Context: an optimization exercise on an open-source flow, tuned for small area, a short achievable clock period and few clock cycles per item. The choices shown serve that exercise and are no tape-out recipe.
In this exercise RTL edits were held to simulation tests only and were not proved equivalent to the original.

run 1:
Design iir_allpole, start of the top module:
module iir_allpole
#(
    parameter int N    = 10,
    parameter int W    = 16,
    parameter int FRAC = 14
) (
    input  logic                clock,
    input  logic                reset,
    input  logic signed [W-1:0] in_data,
    input  logic                in_valid,
    output logic                in_ready,
    input  logic [N-1:0][W-1:0] coef,
    output logic signed [W-1:0] out_data,
    output logic                out_valid,
    input  logic                out_ready,
    output logic                busy,
    output logic                ovf
);
Size in the first run: roughly 7600 cells after synthesis, roughly 560 flip-flops, ~200 I/O pins, ~74000 um2 of cells after synthesis.
export LEC_CHECK = 0
export ABC_AREA = 1
export CAP_MARGIN = 20
export CORE_MARGIN = 2
export CORE_UTILIZATION = 60
export SETUP_SLACK_MARGIN = 5
export SLEW_MARGIN = 20
export SYNTH_HIERARCHICAL = 1
create_clock -name core_clock -period 11.0 [get_ports {clock}]
run.sh (not shown) runs the stock make flow with config.mk's settings and CLKGATE_MAP_FILE= SYNTH_SCRIPT=/design/flow/synth_recipe.tcl, a recipe that flattens the netlist after the stock synthesis.
No stage failed in run 1, and the final checks on the layout all came back clean.
Testbench counts of run 1, summed over its fixed seeds: cycles 3,192, items 3,072.
Setup changes, run 1 to run 2
- SETUP_SLACK_MARGIN removed (was 5)
==> flow/flow/run.sh (new file) <==
#!/bin/bash
# The standard layout with two changes: the port buffers are the smallest
# plain buffer (buf_1) instead of the delay buffer buffer_ports picks by
# default, and timing repair aims 5.0 ns below the clock period. make's output,
# which includes every tool's, goes to layout.log here; ORFS also keeps each
# step's log under orfs/logs.
set -euo pipefail
bash standard.sh "BUFFER_PORTS_ARGS=-buffer_cell sky130_fd_sc_hd__buf_1" SETUP_SLACK_MARGIN=5.0 finish > layout.log 2>&1
==> flow/standard.sh (new file) <==
#!/bin/bash
# synth_recipe.tcl (not shown) runs the flow's synth.tcl, then flattens the netlist and writes it again
# the make line also repeats each setting of config.mk as NAME=value (left out here)
make -C /OpenROAD-flow-scripts/flow DESIGN_CONFIG=/design/flow/config.mk WORK_HOME=/design/flow/orfs CLKGATE_MAP_FILE= SYNTH_SCRIPT=/design/flow/synth_recipe.tcl "${@:-finish}"
removed: flow/run.sh
- | signed area change from the synthesized netlist to the final layout | run 2 vs run 1 | 1.6 points lower |
- Global placer's final weighted congestion for run 2: 4.3% up relative to run 1
- Run 2 -> run 1: synthesized-area fraction occupied by xor and xnor cells delta 0, exact match
- Run comparison: run 1 critical-path cell with the highest stage delay clkdlybuf4s50_1; run 2 critical-path cell with the highest stage delay fa_1
- Sort run 1 and run 2 by first-pass GRT wire length desc -> top: run 1
- Between run 1 and run 2, worst-case headroom to the max-slew limit decreased.
- On design area: run 2 sits below run 1.
- Going from run 1 to run 2, total met3 wirelength after detailed routing grew by 130 um.
Relative to run 2, the following input files were edited for run 3:
- CTS_BUF_LIST: unset -> sky130_fd_sc_hd__clkbuf_4 sky130_fd_sc_hd__clkbuf_8
--- a/flow/flow/run.sh
+++ b/flow/flow/run.sh
@@ -4 +4 @@
-# default, and timing repair aims 5.0 ns below the clock period. make's output,
+# default, and timing repair aims 5.7 ns below the clock period. make's output,
@@ -8 +8 @@
-bash standard.sh "BUFFER_PORTS_ARGS=-buffer_cell sky130_fd_sc_hd__buf_1" SETUP_SLACK_MARGIN=5.0 finish > layout.log 2>&1
+bash standard.sh "BUFFER_PORTS_ARGS=-buffer_cell sky130_fd_sc_hd__buf_1" SETUP_SLACK_MARGIN=5.7 finish > layout.log 2>&1
### Flow results
Run 2 → run 3: clock latency on the worst-skew pair went up by 200 ps; data arrival time of the critical path went down by 80 ps; fmax went up by 0.0079 GHz; final cell utilization of the core went up by 5.4 points; count of clock-buffer cells in the layout went up by 58. When run 3 is set beside run 2, its final critical-path share of the clock period turns out to be 2.4 points smaller. | number of global-route vias before repair | run 3 vs run 2 | 2.8% higher |. Run 3 vs run 2 — design area rose about 8%.

Another version of the RTL of iir_allpole (not shown whole).
Size in the first run: about 7600 cells after synthesis, ~74000 µm² of cells after synthesis.
export LEC_CHECK = 0
export ABC_AREA = 1
export CAP_MARGIN = 20
export CORE_MARGIN = 2
export CORE_UTILIZATION = 60
export SETUP_SLACK_MARGIN = 5
export SLEW_MARGIN = 20
export SYNTH_HIERARCHICAL = 1
create_clock -name core_clock -period 11.0 [get_ports {clock}]
Stock flow here: none of the scripts above is used.
Testbench counts at the start, summed over its fixed seeds: cycles 3,192, items 3,072.
==> next run, changes <==
==> flow/flow/run.sh (new file) <==
#!/bin/bash
set -euo pipefail
bash standard.sh SETUP_SLACK_MARGIN=5.5 finish > layout.log 2>&1
==> flow/standard.sh (new file) <==
#!/bin/bash
# synth_recipe.tcl (not shown) runs the flow's synth.tcl, then flattens the netlist and writes it again
# the make line also repeats each setting of config.mk as NAME=value (left out here)
make -C /OpenROAD-flow-scripts/flow DESIGN_CONFIG=/design/flow/config.mk WORK_HOME=/design/flow/orfs CLKGATE_MAP_FILE= SYNTH_SCRIPT=/design/flow/synth_recipe.tcl "${@:-finish}"
SETUP_SLACK_MARGIN = not set   (was 5)
removed: flow/run.sh
The new run passed the timing, DRC and antenna checks.
Hold slack hardly moves.
Wire length went up by a few percent.
Clock-buffer cell count is unchanged.
Setup slack improved by 0.28 ns.
Non-clock buffer count went up by 244.

RTL: one of the versions met above, not the one the previous note started from.
For scale: about 200 I/O pins, ~74,000 µm² of cells after synthesis.
Design iir_allpole, start of the top module:
module iir_allpole
#(
    parameter int N    = 10,
    parameter int W    = 16,
    parameter int FRAC = 14
) (
    input  logic                clock,
    input  logic                reset,
    input  logic signed [W-1:0] in_data,
    input  logic                in_valid,
    output logic                in_ready,
    input  logic [N-1:0][W-1:0] coef,
    output logic signed [W-1:0] out_data,
    output logic                out_valid,
    input  logic                out_ready,
    output logic                busy,
    output logic                ovf
);
export LEC_CHECK = 0
export ABC_AREA = 1
export CAP_MARGIN = 20
export CORE_MARGIN = 2
export CORE_UTILIZATION = 60
export SLEW_MARGIN = 20
export SYNTH_HIERARCHICAL = 1
create_clock -name core_clock -period 11.0 [get_ports {clock}]
standard.sh (not shown) runs the stock make flow with config.mk's settings and CLKGATE_MAP_FILE= SYNTH_SCRIPT=/design/flow/synth_recipe.tcl, a recipe that flattens the netlist after the stock synthesis.
==> flow/flow/run.sh <==
#!/bin/bash
# The standard layout with two changes: the port buffers are the smallest
# plain buffer (buf_1) instead of the delay buffer buffer_ports picks by
# default, and timing repair aims 5.3 ns below the clock period. make's output,
# which includes every tool's, goes to layout.log here; ORFS also keeps each
# step's log under orfs/logs.
set -euo pipefail
bash standard.sh "BUFFER_PORTS_ARGS=-buffer_cell sky130_fd_sc_hd__buf_1" SETUP_SLACK_MARGIN=5.3 finish > layout.log 2>&1
Testbench counts at the start, summed over its fixed seeds: cycles 3,192, items 3,072.
Then changed:
==> flow/run.sh (new file) <==
#!/bin/bash
# synth_recipe.tcl (not shown) runs the flow's synth.tcl, then flattens the netlist and writes it again
# the make line also repeats each setting of config.mk as NAME=value (left out here)
make -C /OpenROAD-flow-scripts/flow DESIGN_CONFIG=/design/flow/config.mk WORK_HOME=/design/flow/orfs CLKGATE_MAP_FILE= SYNTH_SCRIPT=/design/flow/synth_recipe.tcl finish
Settings changed: CORE_UTILIZATION 60 to 70, SETUP_SLACK_MARGIN from default to 5.
removed: flow/flow/run.sh
removed: flow/standard.sh
After rerunning:
- The changed run completed without violations
- cell count shrinks by 3.5%
- die area drops by 14%
- non-clock buffer count came out lower by 81
- via count goes up by 4.2%
- flip-flop and latch count is unchanged
- wire length climbs by 0.56%
- fmax falls by 5.5%
- final area is lower by 0.73%
- first-iteration DRC count increases by 36%
Then changed:
==> flow/flow/run.sh (new file) <==
#!/bin/bash
# The standard layout with two changes: the port buffers are the smallest
# plain buffer (buf_1) instead of the delay buffer buffer_ports picks by
# default, and timing repair aims 5.4 ns below the clock period. make's output,
# which includes every tool's, goes to layout.log here; ORFS also keeps each
# step's log under orfs/logs.
set -euo pipefail
bash standard.sh "BUFFER_PORTS_ARGS=-buffer_cell sky130_fd_sc_hd__buf_1" SETUP_SLACK_MARGIN=5.4 finish > layout.log 2>&1
==> flow/standard.sh (new file) <==
#!/bin/bash
# synth_recipe.tcl (not shown) runs the flow's synth.tcl, then flattens the netlist and writes it again
# the make line also repeats each setting of config.mk as NAME=value (left out here)
make -C /OpenROAD-flow-scripts/flow DESIGN_CONFIG=/design/flow/config.mk WORK_HOME=/design/flow/orfs CLKGATE_MAP_FILE= SYNTH_SCRIPT=/design/flow/synth_recipe.tcl "${@:-finish}"
Settings changed: CORE_UTILIZATION 70 to 60, SETUP_SLACK_MARGIN 5 to default.
removed: flow/run.sh
Outcome: The changed run produced a clean layout; worst setup slack gets better by 0.46 ns; final area goes up by 2.0%; sequential share of layout area goes down by 0.23 points; sequential cell count does not change; area after synthesis is unchanged; synthesized cell count does not change; utilization goes down by 9.1 points; global-route usage goes down by 8.0 points.
Then changed:
--- a/flow/flow/run.sh
+++ b/flow/flow/run.sh
@@ -4 +4 @@
-# default, and timing repair aims 5.4 ns below the clock period. make's output,
+# default, and timing repair aims 5.5 ns below the clock period. make's output,
@@ -8 +8 @@
-bash standard.sh "BUFFER_PORTS_ARGS=-buffer_cell sky130_fd_sc_hd__buf_1" SETUP_SLACK_MARGIN=5.4 finish > layout.log 2>&1
+bash standard.sh "BUFFER_PORTS_ARGS=-buffer_cell sky130_fd_sc_hd__buf_1" SETUP_SLACK_MARGIN=5.5 finish > layout.log 2>&1
Wire length climbs by 1.8%.
Design area climbs by 1.8%.
First-iteration DRC count drops by 4.4%.
Clock-buffer cell count does not change.

afterwards: timing with drivers on the ports:
Ports are ideal in the flow. The routed layouts listed here were re-timed in OpenROAD. Step 1: set_driving_cell puts a clkbuf_16 on clock and a buf_2 on each other input, an assumption about the parent block. Step 2, shift: input delay + t, output delay - t, t = (earliest + latest rising clock arrival at the registers) / 2. This alone moves slack from input paths to output paths. a / b / c = no drivers / after step 1 / after step 2; a / b = the first two.
| run | shift t [ns] | slack for setup (ns) | hold WS [ns] | clock arrival spread, ns | worst data-port slew with drivers (ns) |
|---|---|---|---|---|---|
| run 1 | 0.778 | 5.083 / 5.061 / 5.061 | 0.494 / 0.494 / 0.494 | 0.043 / 0.043 | 0.22 |
| run 2 | 0.780 | 5.040 / 5.040 / 5.040 | 0.500 / 0.500 / 0.500 | 0.032 / 0.031 | 0.20 |
| run 3 | 0.953 | 5.309 / 5.309 / 5.309 | 0.505 / 0.505 / 0.505 | 0.096 / 0.096 | 0.20 |
| the first run of note 2 | 0.772 | 5.083 / 5.083 / 5.083 | 0.497 / 0.497 / 0.497 | 0.063 / 0.064 | 0.20 |
| the second run of note 2 | 0.775 | 5.360 / 5.360 / 5.360 | 0.499 / 0.499 / 0.499 | 0.064 / 0.064 | 0.19 |
| the first run of note 3 | 0.782 | 5.304 / 5.304 / 5.304 | 0.500 / 0.500 / 0.500 | 0.036 / 0.036 | 0.18 |
| the second run of note 3 | 0.750 | 4.971 / 4.971 / 4.971 | 0.497 / 0.497 / 0.497 | 0.040 / 0.041 | 0.21 |
| the third run of note 3 | 0.780 | 5.434 / 5.434 / 5.434 | 0.502 / 0.502 / 0.502 | 0.036 / 0.035 | 0.20 |
| the fourth run of note 3 | 0.774 | 5.408 / 5.408 / 5.408 | 0.502 / 0.502 / 0.502 | 0.034 / 0.034 | 0.19 |
After both steps every run listed still meets setup and hold. For run 1, which loses most, drivers alone change the setup slack by -0.022 ns; drivers and shift together by -0.022 ns.
